Background: an optimization exercise with open tools, aiming at small area, a short achievable clock period and few clock cycles per item. Do not read the settings as production practice. Where RTL was checked, it was by simulation tests only, not by an equivalence proof against the original.

==> trial 92 <==
// rv32m_unit
module rv32m_unit (
    input  logic             clk_i,
    input  logic             arst_n_i,
    input  logic             cmd_valid_i,
    output logic             cmd_ready_o,
    input  logic [2:0]       cmd_op_i,
    input  logic [31:0]      cmd_src1_i,
    input  logic [31:0]      cmd_src2_i,
    input  logic [4:0]       cmd_tag_i,
    output logic             rsp_valid_o,
    input  logic             rsp_ready_i,
    output logic [4:0]       rsp_tag_o,
    output logic [31:0]      rsp_result_o
);
Settings: LEC_CHECK=0, CAP_MARGIN=20, CORE_MARGIN=2, CORE_UTILIZATION=40, PLACE_DENSITY=0.6, SLEW_MARGIN=20; clock period 10.0 ns.
run.sh (not shown) runs the stock make flow with config.mk's settings and CLKGATE_MAP_FILE= SYNTH_SCRIPT=/design/flow/synth_recipe.tcl, a recipe that flattens the netlist after the stock synthesis.
==> build 82: changes against trial 92 <==
--- a/flow/design.v
+++ b/flow/design.v
@@ -20,25 +20,25 @@
     output logic [4:0]          mul_tag,
     input  logic                mul_rsp_valid,
     output logic                mul_rsp_take,
     input  logic [4:0]          mul_rsp_tag,
     input  logic [31:0]         mul_rsp_result,
-    output logic [3-1:0] div_ld,
+    output logic [2-1:0] div_ld,
     output logic [31:0]         div_dvd,
     output logic [31:0]         div_dvs,
     output logic                div_is_rem,
     output logic                div_neg_q,
     output logic                div_neg_r,
     output logic [4:0]          div_tag,
-    input  logic [3-1:0] div_free,
-    input  logic [3-1:0] div_done,
-    output logic [3-1:0] div_take,
-    input  logic [3-1:0][4:0]  div_rsp_tag,
-    input  logic [3-1:0][31:0] div_rsp_mag,
-    input  logic [3-1:0]       div_rsp_neg
+    input  logic [2-1:0] div_free,
+    input  logic [2-1:0] div_done,
+    output logic [2-1:0] div_take,
+    input  logic [2-1:0][4:0]  div_rsp_tag,
+    input  logic [2-1:0][31:0] div_rsp_mag,
+    input  logic [2-1:0]       div_rsp_neg
 );
-    localparam int NC = 3;
+    localparam int NC = 2;
     localparam int EW = 3 + 1 + 1 + 32 + 32 + 5;
     logic [EW-1:0] in_e, h_q, k_q;
     logic          h_valid, k_valid;
     logic          accept, h_pop;
     logic          h_is_div, div_any_free;
@@ -2633,11 +2633,11 @@
     output logic             rsp_valid_o,
     input  logic             rsp_ready_i,
     output logic [4:0]       rsp_tag_o,
     output logic [31:0]      rsp_result_o
 );
-    localparam int NC = 3;
+    localparam int NC = 2;
     logic        mul_valid, mul_ready, mul_hi;
     logic [32:0] mul_x, mul_y;
     logic [4:0]  mul_tag;
     logic        mul_rsp_valid, mul_rsp_take;
     logic [4:0]  mul_rsp_tag;
--- a/flow/config.mk
+++ b/flow/config.mk
@@ -7,6 +7,7 @@
 export LEC_CHECK = 0
 export CAP_MARGIN = 20
 export CORE_MARGIN = 2
 export CORE_UTILIZATION = 40
 export PLACE_DENSITY = 0.6
+export SETUP_SLACK_MARGIN = 5
 export SLEW_MARGIN = 20
==> notes.md <==
- Against trial 92, the non-clock buffer count of build 82 is higher by 415.
- Of trial 92 and build 82, build 82 has the higher first-iteration DRC count (gap 0.40%, measured against build 82).
- Clock skew: trial 92 is higher than build 82 (0.0068 ns).
- Between trial 92 and build 82, the lower synthesized cell count is in build 82 (gap 18%, measured against build 82).
Function was not checked in any run of this note: the RTL went through the layout flow alone.

* * *

==> trial 31 <==
Another version of the RTL of rv32m_unit (not shown whole).
==> flow/config.mk <==
export PLATFORM = sky130hd
export DESIGN_NAME = rv32m_unit
export DESIGN_NICKNAME = rv32m_unit
export VERILOG_FILES = /design/flow/design.v
export SDC_FILE = /design/flow/constraint.sdc
export NUM_CORES = 4
export LEC_CHECK = 0
export CAP_MARGIN = 20
export CORE_MARGIN = 2
export CORE_UTILIZATION = 40
export CTS_BUF_LIST = sky130_fd_sc_hd__clkbuf_4 sky130_fd_sc_hd__clkbuf_8
export PLACE_DENSITY = 0.6
export SETUP_SLACK_MARGIN = 5
export SLEW_MARGIN = 20
==> flow/constraint.sdc <==
create_clock -name core_clock -period 10.0 [get_ports {clk_i}]
set_input_delay 2.0000 -clock core_clock [delete_from_list [all_inputs] [get_ports {clk_i}]]
set_output_delay 2.0000 -clock core_clock [all_outputs]
set_load 0.01 [all_outputs]
==> trial 80 (differences from trial 31) <==
- CORE_UTILIZATION: 40 -> 55
- CTS_BUF_LIST: sky130_fd_sc_hd__clkbuf_4 sky130_fd_sc_hd__clkbuf_8 -> default
- PLACE_DENSITY: 0.6 -> 0.7
==> build 1 (differences from trial 31) <==
==> flow/flow/run.sh (new file) <==
#!/bin/bash
set -euo pipefail
bash standard.sh SETUP_SLACK_MARGIN=5.35 finish > standard_flow.log 2>&1
==> flow/standard.sh (new file) <==
#!/bin/bash
# synth_recipe.tcl (not shown) runs the flow's synth.tcl, then flattens the netlist and writes it again
# the make line also repeats each setting of config.mk as NAME=value (left out here)
make -C /OpenROAD-flow-scripts/flow DESIGN_CONFIG=/design/flow/config.mk WORK_HOME=/design/flow/orfs CLKGATE_MAP_FILE= SYNTH_SCRIPT=/design/flow/synth_recipe.tcl "${@:-finish}"
removed: flow/run.sh
==> qor summary <==
| quantity | trial 80 | build 1 | trial 31 |
|---|---|---|---|
| Result of the run | complete, no violations | complete, no violations | complete, no violations |
| Routed length on met1 | 87300 um | 99870 um | 97230 um |
| Level count of the clock H-tree | 3 | 4 | 4 |
| Worst reg-to-reg setup slack | 4.99 ns | 5.00 ns | 5.06 ns |
| Row count | 126 | 148 | 148 |
| Global-route track usage on met1 | 48.96% | 38.37% | 37.73% |
| Via Count | 53892 | 54051 | 54160 |
| Normalized max-slew margin | 8.073% | 14.59% | 19.79% |
| Final design instance area without fill | 71480 sq um | 73910 sq um | 72710 sq um |
| Drt first-iter violations | 7247 | 6880 | 6496 |
| Fraction of area in multi-input gates | 55.73% | 54.33% | 54.87% |
| Routed vias/inst | 6.567 | 6.005 | 6.042 |
| Layout buffering overhead excluding clock cells | 4.058% | 5.644% | 4.350% |
| Slowest cell on the critical path | sky130_fd_sc_hd__ha_1 | sky130_fd_sc_hd__or4_1 | sky130_fd_sc_hd__mux4_2 |
| Bufs w/o clock | 296 | 346 | 312 |
| Post-layout worst setup margin | 4.993 ns | 5.000 ns | 5.061 ns |
| Clock edge transition at the registers on the reported setup and hold paths | 0.06 ns | 0.07 ns | 0.07 ns |
| Global-route total usage across every layer | 37.24% | 28.92% | 28.61% |
| Data required time of the worst path | 10.45 ns | 10.63 ns | 10.59 ns |
| Filler Cell Count | 9948 | 15275 | 15491 |
Testbench counts of trial 31, summed over its fixed seeds: cycles 2,202, items 1,920.
Testbench counts of trial 80, summed over its fixed seeds: cycles 2,202, items 1,920.
Testbench counts of build 1, summed over its fixed seeds: cycles 2,202, items 1,920.

* * *

==> inputs of run a <==
rv32m_unit, a different RTL version from the one above (not shown whole).
export LEC_CHECK = 0
export CAP_MARGIN = 20
export CORE_MARGIN = 2
export CORE_UTILIZATION = 40
export PLACE_DENSITY = 0.6
export SETUP_SLACK_MARGIN = 5
export SLEW_MARGIN = 20
create_clock -name core_clock -period 10.0 [get_ports {clk_i}]
Stock flow here: none of the scripts above is used.
==> run b (differences from run a) <==
--- a/flow/design.v
+++ b/flow/design.v
@@ -14,10 +14,11 @@
     output logic [31:0]         rsp_result_o,
     output logic                mul_valid,
     input  logic                mul_ready,
     output logic [32:0]         mul_x,
     output logic [16:0]         mul_one,
+    output logic [16:0]         mul_two,
     output logic [16:0]         mul_neg,
     output logic                mul_hi,
     output logic [4:0]          mul_tag,
     input  logic                mul_rsp_valid,
     output logic                mul_rsp_take,
@@ -46,37 +47,39 @@
     input  logic [3-1:0][4:0]  div_rsp_tag,
     input  logic [3-1:0][31:0] div_rsp_mag,
     input  logic [3-1:0]       div_rsp_neg
 );
     localparam int NC = 3;
-    localparam int EW = 3 + 1 + 32 + 17 + 17 + 5;
+    localparam int EW = 3 + 1 + 32 + 17 + 17 + 17 + 5;
     logic [EW-1:0] in_e, h_q, k_q;
     logic          h_valid, k_valid;
     logic          accept, h_pop;
     logic          h_is_div, div_any_free;
     logic          in_sa, in_sb;
     logic [33:0]   in_y;
-    logic [16:0]   in_one, in_neg;
+    logic [16:0]   in_one, in_two, in_neg;
     logic [2:0]    h_op;
     logic          h_sa;
     logic [31:0]   h_a;
-    logic [16:0]   h_one, h_neg;
+    logic [16:0]   h_one, h_two, h_neg;
     logic [4:0]    h_tag;
     assign in_sa = cmd_src1_i[31] & (cmd_op_i[2] ? !cmd_op_i[0]
                                                  : (cmd_op_i[1:0] == 2'd1 || cmd_op_i[1:0] == 2'd2));
     assign in_sb = cmd_src2_i[31] & (cmd_op_i[2] ? !cmd_op_i[0] : (cmd_op_i[1:0] == 2'd1));
     assign in_y  = {in_sb, in_sb, cmd_src2_i};
     for (genvar i = 0; i < 17; i++) begin : g_rec
         assign in_neg[i] = in_y[2*i+1];
         if (i == 0) begin : g_first
             assign in_one[i] = in_y[0];
+            assign in_two[i] = in_y[1] & !in_y[0];
         end else begin : g_rest
             assign in_one[i] = in_y[2*i] ^ in_y[2*i-1];
+            assign in_two[i] = (in_y[2*i+1] ^ in_y[2*i-1]) & !in_one[i];
         end
     end
-    assign in_e = {cmd_op_i, in_sa, cmd_src1_i, in_one, in_neg, cmd_tag_i};
-    assign {h_op, h_sa, h_a, h_one, h_neg, h_tag} = h_q;
+    assign in_e = {cmd_op_i, in_sa, cmd_src1_i, in_one, in_two, in_neg, cmd_tag_i};
+    assign {h_op, h_sa, h_a, h_one, h_two, h_neg, h_tag} = h_q;
     assign cmd_ready_o = !k_valid;
     assign accept      = cmd_valid_i && !k_valid;
     assign h_is_div     = h_op[2];
     assign div_any_free = |div_free;
     logic          w_valid, w_pop, w_free;
@@ -110,10 +113,11 @@
         end
     end
     assign mul_valid = h_valid && !h_is_div;
     assign mul_x     = {h_sa, h_a};
     assign mul_one   = h_one;
+    assign mul_two   = h_two;
     assign mul_neg   = h_neg;
     assign mul_hi    = (h_op[1:0] != 2'd0);
     assign mul_tag   = h_tag;
     for (genvar i = 0; i < 16; i++) begin : g_unrec
         assign h_b[2*i+1] = h_neg[i];
@@ -167,24 +171,29 @@
     assign div_tag      = w_tag;
     logic        out_free, div_any_done;
     logic [4:0]  dsel_tag;
     logic [31:0] dsel_mag;
     logic        dsel_neg;
+    logic        dr_valid, dr_load, dr_take;
+    logic [4:0]  dr_tag;
+    logic [31:0] dr_result;
     logic        out_valid_q;
     logic [4:0]  out_tag_q;
     logic [31:0] out_result_q;
     localparam int WAIT_MAX = 15;
     logic [3:0]  wait_q;
     logic        div_first, div_win;
     assign out_free     = !out_valid_q || rsp_ready_i;
     assign div_any_done = |div_done;
     assign div_first    = (wait_q == WAIT_MAX[3:0]);
-    assign div_win      = div_any_done && (div_first || !mul_rsp_valid);
+    assign div_win      = dr_valid && (div_first || !mul_rsp_valid);
+    assign dr_take      = out_free && div_win;
+    assign dr_load      = !dr_valid || dr_take;
     always_ff @(posedge clk_i or negedge arst_n_i) begin
         if (!arst_n_i) begin
             wait_q <= '0;
-        end else if (!div_any_done || (out_free && div_win)) begin
+        end else if (!dr_valid || dr_take) begin
             wait_q <= '0;
         end else if (!div_first) begin
             wait_q <= wait_q + 4'd1;
         end
     end
@@ -195,31 +204,44 @@
         dsel_tag = div_rsp_tag[0];
         dsel_mag = div_rsp_mag[0];
         dsel_neg = div_rsp_neg[0];
         for (int i = 0; i < NC; i++) begin
             if (div_done[i] && !found) begin
-                div_take[i] = out_free && div_win;
+                div_take[i] = dr_load;
                 dsel_tag    = div_rsp_tag[i];
                 dsel_mag    = div_rsp_mag[i];
                 dsel_neg    = div_rsp_neg[i];
                 found       = 1'b1;
             end
         end
     end
+    always_ff @(posedge clk_i or negedge arst_n_i) begin
+        if (!arst_n_i) begin
+            dr_valid <= 1'b0;
+        end else if (dr_load) begin
+            dr_valid <= div_any_done;
+        end
+    end
+    always_ff @(posedge clk_i) begin
+        if (dr_load && div_any_done) begin
+            dr_tag    <= dsel_tag;
+            dr_result <= dsel_neg ? -dsel_mag : dsel_mag;
+        end
+    end
     assign mul_rsp_take = out_free && !div_win;
     always_ff @(posedge clk_i or negedge arst_n_i) begin
         if (!arst_n_i) begin
             out_valid_q <= 1'b0;
         end else if (out_free) begin
-            out_valid_q <= div_any_done || mul_rsp_valid;
+            out_valid_q <= dr_valid || mul_rsp_valid;
         end
     end
     always_ff @(posedge clk_i) begin
         if (out_free) begin
             if (div_win) begin
-                out_tag_q    <= dsel_tag;
-                out_result_q <= dsel_neg ? -dsel_mag : dsel_mag;
+                out_tag_q    <= dr_tag;
+                out_result_q <= dr_result;
             end else begin
                 out_tag_q    <= mul_rsp_tag;
                 out_result_q <= mul_rsp_result;
             end
         end
@@ -234,10 +256,11 @@
     input  logic        arst_n_i,
     input  logic        in_valid,
     output logic        in_ready,
     input  logic [32:0] in_x,
     input  logic [16:0] in_one,     
+    input  logic [16:0] in_two,     
     input  logic [16:0] in_neg,     
     input  logic        in_hi,
     input  logic [4:0]  in_tag,
     output logic        out_valid,
     input  logic        out_take,
@@ -1335,19 +1358,12 @@
     logic fc540;
     logic fs541;
     logic fc541;
     assign xe = {{2{in_x[32]}}, in_x};
     for (genvar i = 0; i < 17; i++) begin : g_booth
-        logic two, nprev;
-        if (i == 0) begin : g_first
-            assign nprev = 1'b0;
-        end else begin : g_rest
-            assign nprev = in_neg[i-1];
-        end
-        assign two = !in_one[i] && (in_neg[i] ^ nprev);
         assign bneg[i] = in_neg[i];
-        assign pp[i] = (({35{in_one[i]}} & xe) | ({35{two}} & {xe[33:0], 1'b0})) ^ {35{in_neg[i]}};
+        assign pp[i] = (({35{in_one[i]}} & xe) | ({35{in_two[i]}} & {xe[33:0], 1'b0})) ^ {35{in_neg[i]}};
     end
     assign hs0 = pp[0][24] ^ pp[1][22];
     assign hc0 = pp[0][24] & pp[1][22];
     assign hs1 = pp[0][25] ^ pp[1][23];
     assign hc1 = pp[0][25] & pp[1][23];
@@ -2694,11 +2710,11 @@
     output logic [31:0]      rsp_result_o
 );
     localparam int NC = 3;
     logic        mul_valid, mul_ready, mul_hi;
     logic [32:0] mul_x;
-    logic [16:0] mul_one, mul_neg;
+    logic [16:0] mul_one, mul_two, mul_neg;
     logic [4:0]  mul_tag;
     logic        mul_rsp_valid, mul_rsp_take;
     logic [4:0]  mul_rsp_tag;
     logic [31:0] mul_rsp_result;
     logic [NC-1:0] div_ld, div_free, div_done, div_take;
@@ -2730,10 +2746,11 @@
         .rsp_result_o   (rsp_result_o),
         .mul_valid      (mul_valid),
         .mul_ready      (mul_ready),
         .mul_x          (mul_x),
         .mul_one        (mul_one),
+        .mul_two        (mul_two),
         .mul_neg        (mul_neg),
         .mul_hi         (mul_hi),
         .mul_tag        (mul_tag),
         .mul_rsp_valid  (mul_rsp_valid),
         .mul_rsp_take   (mul_rsp_take),
@@ -2768,10 +2785,11 @@
         .arst_n_i   (arst_n_i),
         .in_valid   (mul_valid),
         .in_ready   (mul_ready),
         .in_x       (mul_x),
         .in_one     (mul_one),
+        .in_two     (mul_two),
         .in_neg     (mul_neg),
         .in_hi      (mul_hi),
         .in_tag     (mul_tag),
         .out_valid  (mul_rsp_valid),
         .out_take   (mul_rsp_take),
==> comparison table <==
| metric | run b | run a |
|---|---|---|
| Routed wl met2 | 106 mm | 122 mm |
| Bufs w/o clock | 295 | 473 |
| Die footprint | 174000 µm² | 177000 µm² |
| Count of different cell masters after synthesis | 96 | 93 |
| Buffer count from post-CTS setup fixing | 13 | 76 |
| Worst-case setup slack after placement | 4.10 ns | 3.88 ns |
| Status | finished clean | finished clean |
| GR Layer Usage met1 | 0.382 | 0.391 |
| Largest net degree at the start of global routing | 91 | 134 |
| Layout cell share with drive strength beyond 1 | 0.0806 | 0.141 |
| Mapped Avg Cell Area | 10.1 µm² | 9.46 µm² |
| Most frequent cell after synthesis | sky130_fd_sc_hd__edfxtp_1 | sky130_fd_sc_hd__o21ai_0 |
| Total track usage | 0.280 | 0.311 |
| Min Clock Period, post-route | 4.98 ns | 5.10 ns |
| Number of sequential storage elements | 815 | 745 |
| WL met3 | 28.4 mm | 33.8 mm |
Testbench counts of run b, summed over its fixed seeds: cycles 2,167, items 1,920.
Function not checked in run a: the RTL went through the layout flow alone.

==> separate check: timing with driven ports <==
The results above use ideal ports. As a check the final layouts listed here were re-extracted and re-timed, cells and wires unchanged. Step 1 assumes that a clkbuf_16 drives the clock port and a buf_2 every other input. Step 2, shift: input delay + t, output delay - t, t = (earliest + latest rising clock arrival at the registers) / 2. This alone moves slack from input paths to output paths. Slacks: no drivers / after step 1 / after step 2; pairs: no drivers / after step 1.
run	t, ns	setup slack, ns	worst data-port slew with drivers (ns)	pins driven straight from the clock port
trial 92	0.827	2.304 / 2.304 / 2.304	0.06	1
build 82	0.779	3.797 / 3.797 / 3.797	0.10	1
trial 31	0.962	5.061 / 5.061 / 4.396	0.09	1
trial 80	0.793	4.993 / 4.993 / 4.504	0.07	1
build 1	0.958	5.000 / 5.000 / 4.563	0.10	1
run a	0.816	4.896 / 4.896 / 4.473	0.07	1
run b	0.830	5.016 / 5.016 / 4.584	0.10	1
After both steps setup and hold are still met in every run listed. The setup slack of trial 31, which loses most, moves by 0.000 ns with the drivers and by -0.665 ns with both steps.
